Context: an optimization exercise on an open-source flow, tuned for small area, a short achievable clock period and few clock cycles per item. The choices shown serve that exercise and are no tape-out recipe. At most, simulation tests tie the RTL to the original design; equivalence was not proved. Power is estimated from default activity; no workload was simulated.

== build 58 ==
==> flow/design.v <==
`timescale 1ns / 1ps
package sngf_pkg;
   localparam int CSR_W   = 13;
   localparam int ROW_W   = 12;
   localparam int COL_W   = 12;
   localparam int LEN_W   = 13;
   localparam int COLOR_W = 24;
   localparam logic [CSR_W-1:0] ROW_WIDTH_RESET = 13'd800;
endpackage
`timescale 1ns / 1ps
`timescale 1ns / 1ps
`timescale 1ns / 1ps
`timescale 1ns / 1ps
module scanline_nearest_gap_fill (
   input  logic        clock,
   input  logic        reset,
   input  logic        req_push,
   output logic        req_full,
   input  logic [24:0] req_data,
   output logic        rsp_empty,
   input  logic        rsp_pop,
   output logic [61:0] rsp_data,
   input  logic        csr_valid,
   output logic        csr_ready,
   input  logic [12:0] csr_data
);
   logic [12:0] wid_ff;       
   logic [11:0] col_ff;
   logic [11:0] row_ff;
   logic        seen_ff;
   logic [11:0] scol_ff;      
   logic [23:0] sclr_ff;      
   logic        blk_ff;       
   logic        re_ff;        
   logic        past_ff;      
   logic        tok_ff;       
   logic        gbig_ff;      
   logic        cnz_ff;       
   logic        rinc_ff;      
   logic        ov_ff;
   logic [11:0] o_start_ff;
   logic [12:0] o_len_ff;
   logic [23:0] o_clr_ff;
   logic        pb_ff;        
   logic        pt_ff;        
   logic        pu_ff;        
   logic        o_last_ff;
   logic        odd_ff;       
   logic        pend_ff;      
   logic        fk0_ff;       
   logic        fk1_ff;       
   logic        fk2_ff;       
   logic        sampled;
   logic [23:0] new_clr;
   logic        pend;
   logic        out_free;
   logic        accept;
   logic        tail_s;
   logic [11:0] gap;
   logic [12:0] tail_len;
   logic [12:0] wid_in;
   logic [12:0] col_x;
   logic        load;
   logic        row_inc;
   logic [11:0] n_start;
   logic [12:0] n_len;
   logic [23:0] n_clr;
   logic        n_pb, n_pt, n_odd;
   logic        n_re, n_ov;
   logic        n_pu, n_last, n_seen, n_gbig, n_pend;
   assign csr_ready = 1'b1;
   assign rsp_empty = !ov_ff;
   assign rsp_data  = {o_start_ff, o_len_ff, row_ff, o_clr_ff, o_last_ff};
   assign sampled  = req_data[24];
   assign new_clr  = req_data[23:0];
   assign pend     = pend_ff;
   assign out_free = !ov_ff || rsp_pop;
   assign req_full = fk0_ff || (fk1_ff && sampled)
                     || (!rsp_pop && (fk2_ff || (ov_ff && sampled)));
   assign accept   = req_push && !req_full;
   assign tail_s   = re_ff && !past_ff;
   assign row_inc  = rinc_ff && out_free && !pend;
   assign col_x    = {1'b0, col_ff};
   assign gap      = col_ff - scol_ff;
   assign tail_len = wid_ff - {1'b0, scol_ff};
   always_comb begin
      if (csr_data == 13'd0)
         wid_in = 13'd1;
      else if (csr_data[12] && (csr_data[11:0] != 12'd0))
         wid_in = 13'd4096;
      else
         wid_in = csr_data;
   end
   always_comb begin
      load    = 1'b0;
      n_start = scol_ff;
      n_len   = 13'd1;
      n_clr   = sclr_ff;
      n_pb    = pb_ff;
      n_pt    = pt_ff;
      n_pu    = pu_ff;
      n_odd   = odd_ff;
      n_last  = 1'b1;
      if (pend) begin
         if (out_free) begin
            load = 1'b1;
            if (pb_ff) begin
               n_start = o_start_ff + o_len_ff[11:0];
               n_len   = o_len_ff + {12'd0, odd_ff};
               n_last  = !pt_ff;
               n_pb    = 1'b0;
            end else if (pu_ff) begin
               n_start = o_start_ff + o_len_ff[11:0];
               n_pu    = 1'b0;
            end else begin
               n_pt    = 1'b0;
            end
            if (accept && sampled)
               n_pu = 1'b1;
         end
      end else if (accept) begin
         if (sampled && !seen_ff) begin
            if (cnz_ff) begin
               load    = 1'b1;
               n_start = 12'd0;
               n_len   = col_x;
               n_clr   = new_clr;
               n_last  = !tail_s;
               n_pt    = tail_s;
            end else if (tail_s) begin
               load    = 1'b1;
               n_start = 12'd0;
               n_clr   = new_clr;
            end
         end else if (sampled) begin
            load = 1'b1;
            if (gbig_ff) begin
               n_len  = {2'b00, gap[11:1]};
               n_last = 1'b0;
               n_pb   = 1'b1;
               n_odd  = gap[0];
               n_pt   = tail_s;
            end else begin
               n_clr  = new_clr;
               n_last = !tail_s;
               n_pt   = tail_s;
            end
         end else if (re_ff && seen_ff && tok_ff) begin
            load  = 1'b1;
            n_len = tail_len;
         end
      end
   end
   always_comb begin
      if (blk_ff)
         n_re = (col_x + 13'd1) >= wid_ff;
      else if (accept)
         n_re = re_ff ? (wid_ff == 13'd1) : ((col_x + 13'd2) >= wid_ff);
      else
         n_re = re_ff;
      n_ov   = load || (ov_ff && !rsp_pop);
      n_seen = accept ? (!re_ff && (seen_ff || sampled)) : seen_ff;
      n_gbig = accept ? !sampled : gbig_ff;
      n_pend = n_pb || n_pt || n_pu;
   end
   always_ff @(posedge clock) begin
      if (reset) begin
         wid_ff  <= sngf_pkg::ROW_WIDTH_RESET;
         col_ff  <= '0;
         row_ff  <= '0;
         rinc_ff <= 1'b0;
         seen_ff <= 1'b0;
         pu_ff   <= 1'b0;
         fk1_ff  <= 1'b0;
         blk_ff  <= 1'b0;
         re_ff   <= 1'b0;
         past_ff <= 1'b0;
         cnz_ff  <= 1'b0;
         ov_ff   <= 1'b0;
         pb_ff   <= 1'b0;
         pt_ff   <= 1'b0;
         pend_ff <= 1'b0;
         fk0_ff  <= 1'b0;
         fk2_ff  <= 1'b0;
      end else begin
         blk_ff <= csr_valid;
         if (csr_valid) wid_ff <= wid_in;
         re_ff <= n_re;
         if (blk_ff)
            past_ff <= col_x >= wid_ff;
         else if (accept)
            past_ff <= 1'b0;
         if (accept) begin
            col_ff  <= re_ff ? 12'd0 : col_ff + 12'd1;
            cnz_ff  <= !re_ff;
         end
         row_ff  <= row_ff + {11'd0, row_inc};
         rinc_ff <= (accept && re_ff) || (rinc_ff && !row_inc);
         ov_ff   <= n_ov;
         pb_ff   <= n_pb;
         pt_ff   <= n_pt;
         pu_ff   <= n_pu;
         seen_ff <= n_seen;
         pend_ff <= n_pend;
         fk0_ff  <= csr_valid || (n_pend && n_re);
         fk1_ff  <= n_pend && !(n_seen && !n_gbig && !n_re && !n_pt);
         fk2_ff  <= n_ov && n_re;
      end
   end
   always_ff @(posedge clock) begin
      if (blk_ff)
         tok_ff <= wid_ff > {1'b0, scol_ff};
      else if (accept && sampled)
         tok_ff <= 1'b1;
      gbig_ff <= n_gbig;
      if (accept && sampled) begin
         scol_ff <= col_ff;
         sclr_ff <= new_clr;
      end
      odd_ff <= n_odd;
      if (load) begin
         o_start_ff <= n_start;
         o_len_ff   <= n_len;
         o_clr_ff   <= n_clr;
         o_last_ff  <= n_last;
      end
   end
endmodule
Settings: LEC_CHECK=0, CAP_MARGIN=20, CORE_MARGIN=2, CORE_UTILIZATION=60, CTS_BUF_LIST=sky130_fd_sc_hd__clkbuf_4 sky130_fd_sc_hd__clkbuf_8, SETUP_SLACK_MARGIN=2.55, SLEW_MARGIN=20; clock period 5.0 ns.
standard.sh (not shown) runs the stock make flow with config.mk's settings and CLKGATE_MAP_FILE= SYNTH_SCRIPT=/design/flow/synth_recipe.tcl, a recipe that flattens the netlist after the stock synthesis.
==> flow/flow/run.sh <==
#!/bin/bash
# The standard layout, with the ports buffered by a plain buffer cell
# (buffer_ports otherwise picks sky130_fd_sc_hd__clkdlybuf4s50_1).
set -euo pipefail
export BUFFER_PORTS_ARGS="-buffer_cell sky130_fd_sc_hd__buf_1"
bash standard.sh > standard_flow.log 2>&1
Testbench counts of build 58, summed over its fixed seeds: cycles 25,740, runs 12,397.
[inputs] build 44 vs build 58
diff --git a/flow/design.v b/flow/design.v
--- a/flow/design.v
+++ b/flow/design.v
@@ -57,16 +57,18 @@
    logic        accept;
    logic        tail_s;
    logic [11:0] gap;
    logic [12:0] tail_len;
    logic [12:0] wid_in;
    logic [12:0] col_x;
+   logic [13:0] tail_d;
+   logic [13:0] cmw;
    logic        load;
    logic        row_inc;
    logic [11:0] n_start;
-   logic [12:0] n_len;
+   logic [12:0] n_len, len_s;
    logic [23:0] n_clr;
    logic        n_pb, n_pt, n_odd;
    logic        n_re, n_ov;
    logic        n_pu, n_last, n_seen, n_gbig, n_pend;
    assign csr_ready = 1'b1;
    assign rsp_empty = !ov_ff;
@@ -79,86 +81,92 @@
                      || (!rsp_pop && (fk2_ff || (ov_ff && sampled)));
    assign accept   = req_push && !req_full;
    assign tail_s   = re_ff && !past_ff;
    assign row_inc  = rinc_ff && out_free && !pend;
    assign col_x    = {1'b0, col_ff};
    assign gap      = col_ff - scol_ff;
-   assign tail_len = wid_ff - {1'b0, scol_ff};
+   assign tail_d   = {1'b0, wid_ff} - {2'b00, scol_ff};
+   assign tail_len = tail_d[12:0];
+   assign cmw      = {2'b00, col_ff} - {1'b0, wid_ff};
    always_comb begin
       if (csr_data == 13'd0)
          wid_in = 13'd1;
       else if (csr_data[12] && (csr_data[11:0] != 12'd0))
          wid_in = 13'd4096;
       else
          wid_in = csr_data;
    end
    always_comb begin
+      if (!seen_ff)
+         len_s = cnz_ff ? col_x : 13'd1;
+      else
+         len_s = gbig_ff ? {2'b00, gap[11:1]} : 13'd1;
+      if (pend)
+         n_len = pb_ff ? o_len_ff + {12'd0, odd_ff} : 13'd1;
+      else
+         n_len = sampled ? len_s : tail_len;
+      if (pb_ff || pu_ff)
+         n_start = o_start_ff + o_len_ff[11:0];
+      else
+         n_start = (sampled && !seen_ff && !pend) ? 12'd0 : scol_ff;
+      n_clr = (sampled && !pend && !(seen_ff && gbig_ff)) ? new_clr : sclr_ff;
+      if (pend)
+         n_last = pb_ff ? !pt_ff : 1'b1;
+      else if (!sampled)
+         n_last = 1'b1;
+      else if (!seen_ff)
+         n_last = cnz_ff ? !tail_s : 1'b1;
+      else
+         n_last = gbig_ff ? 1'b0 : !tail_s;
+   end
+   always_comb begin
       load    = 1'b0;
-      n_start = scol_ff;
-      n_len   = 13'd1;
-      n_clr   = sclr_ff;
       n_pb    = pb_ff;
       n_pt    = pt_ff;
       n_pu    = pu_ff;
       n_odd   = odd_ff;
-      n_last  = 1'b1;
       if (pend) begin
          if (out_free) begin
             load = 1'b1;
             if (pb_ff) begin
-               n_start = o_start_ff + o_len_ff[11:0];
-               n_len   = o_len_ff + {12'd0, odd_ff};
-               n_last  = !pt_ff;
                n_pb    = 1'b0;
             end else if (pu_ff) begin
-               n_start = o_start_ff + o_len_ff[11:0];
                n_pu    = 1'b0;
             end else begin
                n_pt    = 1'b0;
             end
             if (accept && sampled)
                n_pu = 1'b1;
          end
       end else if (accept) begin
          if (sampled && !seen_ff) begin
             if (cnz_ff) begin
                load    = 1'b1;
-               n_start = 12'd0;
-               n_len   = col_x;
-               n_clr   = new_clr;
-               n_last  = !tail_s;
                n_pt    = tail_s;
             end else if (tail_s) begin
                load    = 1'b1;
-               n_start = 12'd0;
-               n_clr   = new_clr;
             end
          end else if (sampled) begin
             load = 1'b1;
             if (gbig_ff) begin
-               n_len  = {2'b00, gap[11:1]};
-               n_last = 1'b0;
                n_pb   = 1'b1;
                n_odd  = gap[0];
                n_pt   = tail_s;
             end else begin
-               n_clr  = new_clr;
-               n_last = !tail_s;
                n_pt   = tail_s;
             end
          end else if (re_ff && seen_ff && tok_ff) begin
             load  = 1'b1;
-            n_len = tail_len;
          end
       end
    end
    always_comb begin
       if (blk_ff)
-         n_re = (col_x + 13'd1) >= wid_ff;
+         n_re = !cmw[13] || (cmw == 14'h3fff);
       else if (accept)
-         n_re = re_ff ? (wid_ff == 13'd1) : ((col_x + 13'd2) >= wid_ff);
+         n_re = re_ff ? (wid_ff == 13'd1) : (cmw == 14'h3ffe);
       else
          n_re = re_ff;
       n_ov   = load || (ov_ff && !rsp_pop);
       n_seen = accept ? (!re_ff && (seen_ff || sampled)) : seen_ff;
       n_gbig = accept ? !sampled : gbig_ff;
       n_pend = n_pb || n_pt || n_pu;
@@ -184,13 +192,13 @@
          fk2_ff  <= 1'b0;
       end else begin
          blk_ff <= csr_valid;
          if (csr_valid) wid_ff <= wid_in;
          re_ff <= n_re;
          if (blk_ff)
-            past_ff <= col_x >= wid_ff;
+            past_ff <= !cmw[13];
          else if (accept)
             past_ff <= 1'b0;
          if (accept) begin
             col_ff  <= re_ff ? 12'd0 : col_ff + 12'd1;
             cnz_ff  <= !re_ff;
          end
@@ -206,22 +214,22 @@
          fk1_ff  <= n_pend && !(n_seen && !n_gbig && !n_re && !n_pt);
          fk2_ff  <= n_ov && n_re;
       end
    end
    always_ff @(posedge clock) begin
       if (blk_ff)
-         tok_ff <= wid_ff > {1'b0, scol_ff};
+         tok_ff <= !tail_d[13] && (tail_d != 14'd0);
       else if (accept && sampled)
          tok_ff <= 1'b1;
       gbig_ff <= n_gbig;
       if (accept && sampled) begin
          scol_ff <= col_ff;
          sclr_ff <= new_clr;
       end
       odd_ff <= n_odd;
-      if (load) begin
+      if (out_free) begin
          o_start_ff <= n_start;
          o_len_ff   <= n_len;
          o_clr_ff   <= n_clr;
          o_last_ff  <= n_last;
       end
    end
Results
- Looking at core utilization across build 58 and build 44, the one that comes out higher is build 44.
- The lower synthesized-area fraction occupied by xor and xnor cells of build 58 and build 44 is in build 44.
- Build 44: wire length 500 um below build 58
- Of build 58 and build 44, build 58 shows the lower critical path depth, with build 44 above it.
- Looking only at net count of the mapped netlist, and setting everything else aside, the lower value of build 58 and build 44 goes to build 44.
- Going from build 58 to build 44, part of the cycle the worst path needs grows by 5.8 points.
- Summary of the comparison: maximum vdd drop is higher in build 44, relative to build 58.
- Row worst setup slack: build 44 lower / build 58 higher
- Relative to build 58, wire length per cell after detailed routing increased by 0.27 um in build 44.
- Going from build 58 to build 44, fmax shrinks by 10%.
- Compared to build 58, build 44 has post-layout minimum cycle time 0.29 ns higher.
- Compared with build 58, in build 44 placement-stage cell area went down; proportion of power drawn by flip-flops and latches went down; starting utilization of the core area went down.
The RTL of build 44 was laid out without a check of its function.

[re-timing with driven ports]
The results above use ideal ports. As a check the final layouts listed here were re-extracted and re-timed, cells and wires unchanged.
Step 1 (the two cells are an assumption about what drives the block):
set clk [get_ports {clock}]
set_driving_cell -lib_cell sky130_fd_sc_hd__clkbuf_16 $clk
set_driving_cell -lib_cell sky130_fd_sc_hd__buf_2 [delete_from_list [all_inputs] $clk]
Step 2 times the ports against the registers' clock, not the clock port: input delays grow and output delays shrink by t, the midpoint of the rising clock arrivals with the driver on.
a / b / c = no drivers / after step 1 / after step 2; a / b = the first two.
| run | t (ns) | setup slack, ns | worst hold slack (ns) | slew at the worst register clock pin (ns) | pins driven straight from the clock port |
|---|---|---|---|---|---|
| build 58 | 0.493 | 2.497 / 2.447 / 2.050 | 0.498 / 0.498 / 0.498 | 0.09 / 0.09 | 1 |
| build 44 | 0.488 | 2.207 / 2.207 / 2.003 | 0.521 / 0.521 / 0.521 | 0.09 / 0.09 | 1 |
After both steps every run listed still meets setup and hold. For build 58, which loses most, drivers alone change the setup slack by -0.050 ns; drivers and shift together by -0.447 ns.
